This design comes from an exercise in tuning for small area on the open sky130 flow, not from production work. Function was checked by simulation only, so behaviour that the tests miss may differ from the original. Power figures rest on the tool's default switching activity, not on a simulated workload.

`flow/design.v`:
```
package sd_pkg;
  typedef enum logic [1:0] {
    ST_IDLE      = 2'd0,
    ST_WAIT_INIT = 2'd1,
    ST_REQ       = 2'd2,
    ST_FILL      = 2'd3
  } sd_state_e;
  localparam int          SD_SECTOR_BYTES   = 512;
  localparam logic [31:0] SD_DEFAULT_SECTOR = 32'd16640;
  localparam int          SD_TIMEOUT_CYCLES = 1000000;
endpackage
module sd_word_ram #(
  parameter int DEPTH = 128,
  parameter int AW    = 7
) (
  input  logic          i_clock,
  input  logic          i_reset,
  input  logic          i_we,
  input  logic [AW-1:0] i_waddr,
  input  logic [31:0]   i_wdata,
  input  logic [8:0]    i_rindex,
  output logic [31:0]   o_rdata
);
  localparam logic [8:0] DEPTH_IDX = 9'(DEPTH);
  logic [31:0] r_mem [DEPTH];
  logic [31:0] r_rdata;
  always_ff @(posedge i_clock) begin
    if (i_we) begin
      r_mem[i_waddr] <= i_wdata;
    end
  end
  always_ff @(posedge i_clock) begin
    if (i_reset) begin
      r_rdata <= '0;
    end else if (i_rindex < DEPTH_IDX) begin
      r_rdata <= r_mem[i_rindex[AW-1:0]];
    end else begin
      r_rdata <= '0;
    end
  end
  assign o_rdata = r_rdata;
endmodule
module sd_sector_buffer
#(
  parameter int          SECTOR_BYTES   = sd_pkg::SD_SECTOR_BYTES,
  parameter logic [31:0] DEFAULT_SECTOR = sd_pkg::SD_DEFAULT_SECTOR,
  parameter int          TIMEOUT_CYCLES = sd_pkg::SD_TIMEOUT_CYCLES
) (
  input  logic        i_clock,
  input  logic        i_reset,
  input  logic        i_sd_initialized,
  input  logic        i_load_start,
  input  logic [31:0] i_load_sector,
  output logic        o_rd_req,
  output logic [31:0] o_rd_sector,
  input  logic        i_rd_byte_valid,
  input  logic [7:0]  i_rd_byte,
  input  logic        i_rd_complete,
  input  logic [31:0] i_cpu_addr,
  output logic [31:0] o_cpu_rdata,
  output logic        o_buf_valid,
  output logic        o_busy,
  output logic        o_err,
  output logic [9:0]  o_byte_count
);
  localparam int              WORDS      = SECTOR_BYTES / 4;
  localparam int              AW         = $clog2(WORDS);
  localparam int              TW         = $clog2(TIMEOUT_CYCLES + 1);
  localparam logic [9:0]      FULL_COUNT = 10'(SECTOR_BYTES);
  localparam logic [TW-1:0]   TMO_LAST   = TW'(TIMEOUT_CYCLES - 1);
  sd_pkg::sd_state_e r_state;
  logic          r_rd_req;
  logic [31:0]   r_rd_sector;
  logic          r_buf_valid;
  logic          r_busy;
  logic          r_err;
  logic [9:0]    r_byte_count;
  logic          r_ovf;
  logic          r_auto_done;
  logic [31:0]   r_word;
  logic [TW-1:0] r_tmo;
  logic          r_cmpl_d;
  logic          r_we;
  logic [AW-1:0] r_waddr;
  logic [31:0]   r_wdata;
  logic          w_auto;
  logic          w_start;
  logic [31:0]   w_start_sector;
  logic          w_byte_in;
  logic          w_byte_acc;
  logic [1:0]    w_lane;
  logic [9:0]    w_cnt_next;
  logic          w_ovf_next;
  logic [31:0]   w_word_next;
  logic          w_cmpl_rise;
  logic          w_unused_addr;
  assign w_auto         = !r_auto_done && i_sd_initialized;
  assign w_start        = (r_state == sd_pkg::ST_IDLE) && (i_load_start || w_auto);
  assign w_start_sector = i_load_start ? i_load_sector : DEFAULT_SECTOR;
  assign w_byte_in      = (r_state == sd_pkg::ST_FILL) && i_rd_byte_valid;
  assign w_byte_acc     = w_byte_in && (r_byte_count < FULL_COUNT);
  assign w_lane         = r_byte_count[1:0];
  assign w_cnt_next     = r_byte_count + 10'(w_byte_acc);
  assign w_ovf_next     = r_ovf || (w_byte_in && !w_byte_acc);
  assign w_cmpl_rise    = i_rd_complete && !r_cmpl_d;
  assign w_unused_addr  = ^{i_cpu_addr[31:11], i_cpu_addr[1:0]};
  always_comb begin
    w_word_next = r_word;
    if (w_byte_acc) begin
      if (w_lane == 2'd0) begin
        w_word_next = {24'h0, i_rd_byte};
      end else begin
        w_word_next[8*w_lane +: 8] = i_rd_byte;
      end
    end
  end
  always_ff @(posedge i_clock) begin
    if (i_reset) begin
      r_cmpl_d <= 1'b0;
    end else begin
      r_cmpl_d <= i_rd_complete;
    end
  end
  always_ff @(posedge i_clock) begin
    if (i_reset) begin
      r_state      <= sd_pkg::ST_IDLE;
      r_rd_req     <= 1'b0;
      r_rd_sector  <= '0;
      r_buf_valid  <= 1'b0;
      r_busy       <= 1'b0;
      r_err        <= 1'b0;
      r_byte_count <= '0;
      r_ovf        <= 1'b0;
      r_auto_done  <= 1'b0;
      r_word       <= '0;
      r_tmo        <= '0;
      r_we         <= 1'b0;
      r_waddr      <= '0;
      r_wdata      <= '0;
    end else begin
      r_rd_req <= 1'b0;
      r_we     <= 1'b0;
      case (r_state)
        sd_pkg::ST_IDLE: begin
          if (w_start) begin
            r_state      <= sd_pkg::ST_WAIT_INIT;
            r_busy       <= 1'b1;
            r_rd_sector  <= w_start_sector;
            r_buf_valid  <= 1'b0;
            r_err        <= 1'b0;
            r_byte_count <= '0;
            r_ovf        <= 1'b0;
            r_word       <= '0;
            if (!i_load_start) begin
              r_auto_done <= 1'b1;
            end
          end
        end
        sd_pkg::ST_WAIT_INIT: begin
          if (i_sd_initialized) begin
            r_state  <= sd_pkg::ST_REQ;
            r_rd_req <= 1'b1;
          end
        end
        sd_pkg::ST_REQ: begin
          r_state <= sd_pkg::ST_FILL;
          r_tmo   <= '0;
        end
        sd_pkg::ST_FILL: begin
          r_byte_count <= w_cnt_next;
          r_ovf        <= w_ovf_next;
          r_word       <= w_word_next;
          r_tmo        <= w_byte_in ? '0 : r_tmo + TW'(1);
          if (w_byte_acc && (w_lane == 2'd3)) begin
            r_we    <= 1'b1;
            r_waddr <= r_byte_count[AW+1:2];
            r_wdata <= w_word_next;
          end
          if (w_cmpl_rise) begin
            r_state <= sd_pkg::ST_IDLE;
            r_busy  <= 1'b0;
            if ((w_cnt_next == FULL_COUNT) && !w_ovf_next) begin
              r_buf_valid <= 1'b1;
            end else begin
              r_err <= 1'b1;
            end
            if (w_cnt_next[1:0] != 2'd0) begin
              r_we    <= 1'b1;
              r_waddr <= w_cnt_next[AW+1:2];
              r_wdata <= w_word_next;
            end
          end else if (!w_byte_in && (r_tmo == TMO_LAST)) begin
            r_state <= sd_pkg::ST_IDLE;
            r_busy  <= 1'b0;
            r_err   <= 1'b1;
          end
        end
        default: begin
          r_state <= sd_pkg::ST_IDLE;
          r_busy  <= 1'b0;
        end
      endcase
    end
  end
  sd_word_ram #(
    .DEPTH (WORDS),
    .AW    (AW)
  ) u_ram (
    .i_clock  (i_clock),
    .i_reset  (i_reset),
    .i_we     (r_we),
    .i_waddr  (r_waddr),
    .i_wdata  (r_wdata),
    .i_rindex (i_cpu_addr[10:2]),
    .o_rdata  (o_cpu_rdata)
  );
  assign o_rd_req     = r_rd_req;
  assign o_rd_sector  = r_rd_sector;
  assign o_buf_valid  = r_buf_valid;
  assign o_busy       = r_busy;
  assign o_err        = r_err;
  assign o_byte_count = r_byte_count;
endmodule
```
`flow/run.sh`:
```
#!/bin/bash
# synth_recipe.tcl (not shown) runs the flow's synth.tcl, then flattens the netlist and writes it again
# the make line also repeats each setting of config.mk as NAME=value (left out here)
make -C /OpenROAD-flow-scripts/flow DESIGN_CONFIG=/design/flow/config.mk WORK_HOME=/design/flow/orfs CLKGATE_MAP_FILE= SYNTH_SCRIPT=/design/flow/synth_recipe.tcl finish
```
`flow/config.mk`:
```
export PLATFORM = sky130hd
export DESIGN_NAME = sd_sector_buffer
export DESIGN_NICKNAME = sd_sector_buffer
export VERILOG_FILES = /design/flow/design.v
export SDC_FILE = /design/flow/constraint.sdc
export NUM_CORES = 4
export LEC_CHECK = 0
export CAP_MARGIN = 20
export CORE_MARGIN = 2
export CORE_UTILIZATION = 50
export PLACE_DENSITY = 0.6
export SLEW_MARGIN = 20
```
`flow/constraint.sdc`:
```
create_clock -name core_clock -period 5.0 [get_ports {i_clock}]
set_input_delay 1.0000 -clock core_clock [delete_from_list [all_inputs] [get_ports {i_clock}]]
set_output_delay 1.0000 -clock core_clock [all_outputs]
set_load 0.01 [all_outputs]
```
==> out/results.ini <==
[clock_tree]
cts_buffers = 417
ctsHoldBuffers = 0
cts_resized = 0
cts-root-buf = clkbuf_16
clk_path_buf_depth = 4
cts_tree = done
cts_setup_buffers = 0
clock_latency_ps = 960
htreeDepth = 5
cts.sinks = 4271
clkTransAtPathRegs_ps = 60

[critical_path]
cp_cell_sequence = nor2b_1 -> nand2_2 -> nor2_4 -> buf_4
rr_worst_depth = 4
cp_slowest_cell = nand2_2
crit_arrival_ps = 4080
cp-end-kind = flop
path_class = reg -> reg
reg2reg_from = r_we
crit_path_start_kind = flop
reg2reg_to = u_ram.r_mem[41][0]
max_stage_delay_ps = 800
path_buf_inv = 1
rrSetupSlack_ps = 1480
cp_data_required_time_ps = 5560
critPathMaxFanout = 27
crit_family = simple AND/OR/NAND/NOR gates

[floorplanning]
die-area_um2 = 331800
fp.coreArea_um2 = 326300
initial_utilization_pct = 50.13
num_io_pins = 156
rows = 210
fp.dieW_um = 576.0
die_h_um = 576.0

[global_routing]
grt_max_degree = 107
grt_pass1_vias = 82430
grt_pass1_wl_mm = 629.8
antenna_found_initial = 41
grt_overflow_total = 0
track_usage_pct = 26.87

[routing]
remaining_drc_errors = 0
wl_per_cell_um = 34.13
drt_pre_antenna_iters = 6
drtIter0Drc = 12230
drt-vias-per-instance = 6.369
postRouteAntennaNets = 0
vias = 84050
wl_mm = 450.5

[timing]
max-slew-margin-rel_pct = 21.39
tns_ps = 0
hold_violations = 0
setup_viol = 0
rsz0062_at_grt = false
finClkSkew_ps = 42.40
fin_crit_sh_pct = 70.32
worstMarginPinSlew_ps = 1175
fmax_mhz = 284.4
slew_viol_final = 0
fin_crit_ps = 3516

[yosys]
yosys.area.top_type = edfxtp_1
synthCells = 7954
ys_async_sr_fraction_pct = 0
yosysUniqueCellTypes = 75
synth-edff-count = 4096
ys.flop_type = edfxtp_1
synth.avg_cell_area_um2 = 20.57
synthTopCellsByArea = edfxtp_1 (75%), mux4_2 (11%), mux2i_1 (3.4%), dfxtp_1 (2.1%), a22oi_1 (1.4%)
ys_ff_latch = 4271
yosysWarnings = 2
synthesis.nets = 8045
synth-seq-area-share_pct = 77.32
syn-cell-area_um2 = 163600
synth.top_cell.area_share_pct = 75.18

[flow_run]
cap_violations = 0

[pwr]
p_leak_nw = 60.78
vdd_ir_drop_max_v = 0.0002782
p_per_area_nw_per_um2 = 387.5

[min_path]
hold_path_end = r_tmo[5]
min_path_type = in -> reg
worstHoldStart = i_reset
hold-path-cell-count = 2

[layout]
layout_commonest_cell = edfxtp_1
layout-drive-gt1-share_pct = 23.19
final_cell_mix = edfxtp_1 (4,096), mux4_2 (800), mux2i_1 (560)
nNetsFinal = 8577
num-fill-cells = 24130
area_growth_pct = 14.01
fin_util_pct = 57.16

[placed_design]
place.gp.congestion = 0.8449
numPortBuffers = 132
post-dp-hpwl_mm = 266.1

[outcome]
status = finished clean

## report_power, final
| part | switching [W] | internal [W] | total (W) | leakage (nW) |
|---|---|---|---|---|
| combinational | 0.00165 | 0.00104 | 0.00269 | 13.9 |
| clock | 0.0134 | 0.0175 | 0.0309 | 6.50 |
| sequential | 0.0000713 | 0.0386 | 0.0387 | 40.4 |
| total | 0.0151 | 0.0572 | 0.0723 | 60.8 |
## sequential cells by signal, summed over array words and instances (netlist names)
name and cells:
u_ram.r_mem 4096, r_rd_sector 32, r_wdata 32, r_word 32, u_ram.r_rdata 32, r_tmo 20, r_byte_count 10, r_waddr 7
r_state 2, r_auto_done 1, r_buf_valid 1, r_busy 1, r_cmpl_d 1, r_err 1, r_ovf 1, r_rd_req 1
r_we 1
## per-layer routing
metal,GRT usage (%),vias to the layer above,wire (µm),share of wire [%]
met3,4.539,559,39380,8.7
li1,-,34320,-,-
met5,0,-,0,0
met4,8.394,0,14720,3.3
met2,41.67,3995,210300,47
met1,39.34,45180,186100,41
## cell usage after synthesis (all sizes together) (19+ instances only)
master	n
a211oi	54
a21oi	94
a221oi	40
a22o	66
a22oi	312
a311oi	23
a31oi	40
buf	253
clkbuf	206
dfxtp	175
edfxtp	4096
inv	27
mux2i	560
mux4	800
nand2	266
nand3	154
nand4	35
nor2	324
nor2b	19
nor3	33
o21ai	51
o221ai	47
o22ai	68
o31ai	19
## worst max-delay path by stage
stage,from,slack (ps),to,cells after the start
6_report,r_we,1480,u_ram.r_mem[41][0],4
5_1_grt,r_waddr[6],1380,u_ram.r_mem[71][29],4
4_1_cts,r_waddr[6],1570,u_ram.r_mem[71][18],4
3_5_place_dp,i_cpu_addr[3],680,u_ram.r_rdata[15],7
3_3_place_gp,i_cpu_addr[3],660,u_ram.r_rdata[15],7
2_1_floorplan,r_waddr[6],1400,u_ram.r_mem[100][0],3
## logic make-up (layout without fill, tap and decap cells)
| family | count (synthesis) | after routing | share of synthesized area (%) |
|---|---|---|---|
| and+or+nand+nor | 920 | 920 | 2.542 |
| DFF | 4271 | 4271 | 77.32 |
| buffers and inverters | 487 | 1376 | 1.553 |
| adders and majority gates | 13 | 13 | 0.09943 |
| AOI/OAI and AO/OA | 890 | 890 | 3.963 |
| xor gates and xnor gates | 7 | 7 | 0.03748 |
| other | 0 | 9 | 0 |
| muxes | 1366 | 1366 | 14.48 |
## layout make-up
type / instances / area, µm² / area share (%)
Sequential cell: 4271 / 126600 / 67.89
Multi-Input combinational cell: 3196 / 35700 / 19.14
Clock buffer: 532 / 11100 / 5.952
Tap cell: 4346 / 5438 / 2.915
Timing Repair Buffer: 572 / 5284 / 2.833
Clock inverter: 244 / 2245 / 1.203
Inverter: 28 / 108.9 / 0.05836
Antenna cell: 9 / 22.52 / 0.01207
## per-stage QoR
stage,setup slack (ps),hold WS [ps],std cells,instance area (µm²),power [W]
final,1484,447.5,13200,186500,0.07227
after global routing,1385,420.4,13190,186500,0.07418
after CTS,1570,372.9,13190,186400,0.07269
after detailed placement,677.2,450.3,12410,173100,0.04216
after global placement,659.8,453.1,12410,173100,0.04214
after floorplan,1399,424.6,7954,163600,0.04114

afterwards: timing with drivers on the ports:
In the flow no input, the clock included, has a driving cell. The finished layout below was timed again as built, in two steps. Step 1 (the two cells are an assumption about what drives the block):
set clk [get_ports {i_clock}]
set_driving_cell -lib_cell sky130_fd_sc_hd__clkbuf_16 $clk
set_driving_cell -lib_cell sky130_fd_sc_hd__buf_2 [delete_from_list [all_inputs] $clk]
Step 2 also shifts input and output timing later by t, the mid clock arrival at the registers, as if the neighbouring blocks saw the same clock. Three values: no drivers, after step 1, after step 2; two values: the first two.
shift t [ns]: 1.038
slack for setup (ns): 1.484 / 1.484 / 0.552
worst register clock-pin slew, ns: 0.07 / 0.07
worst data-port slew with drivers (ns): 0.24
After both steps this run still meets setup and hold. The setup slack of this run moves by 0.000 ns with the drivers and by -0.932 ns with both steps.
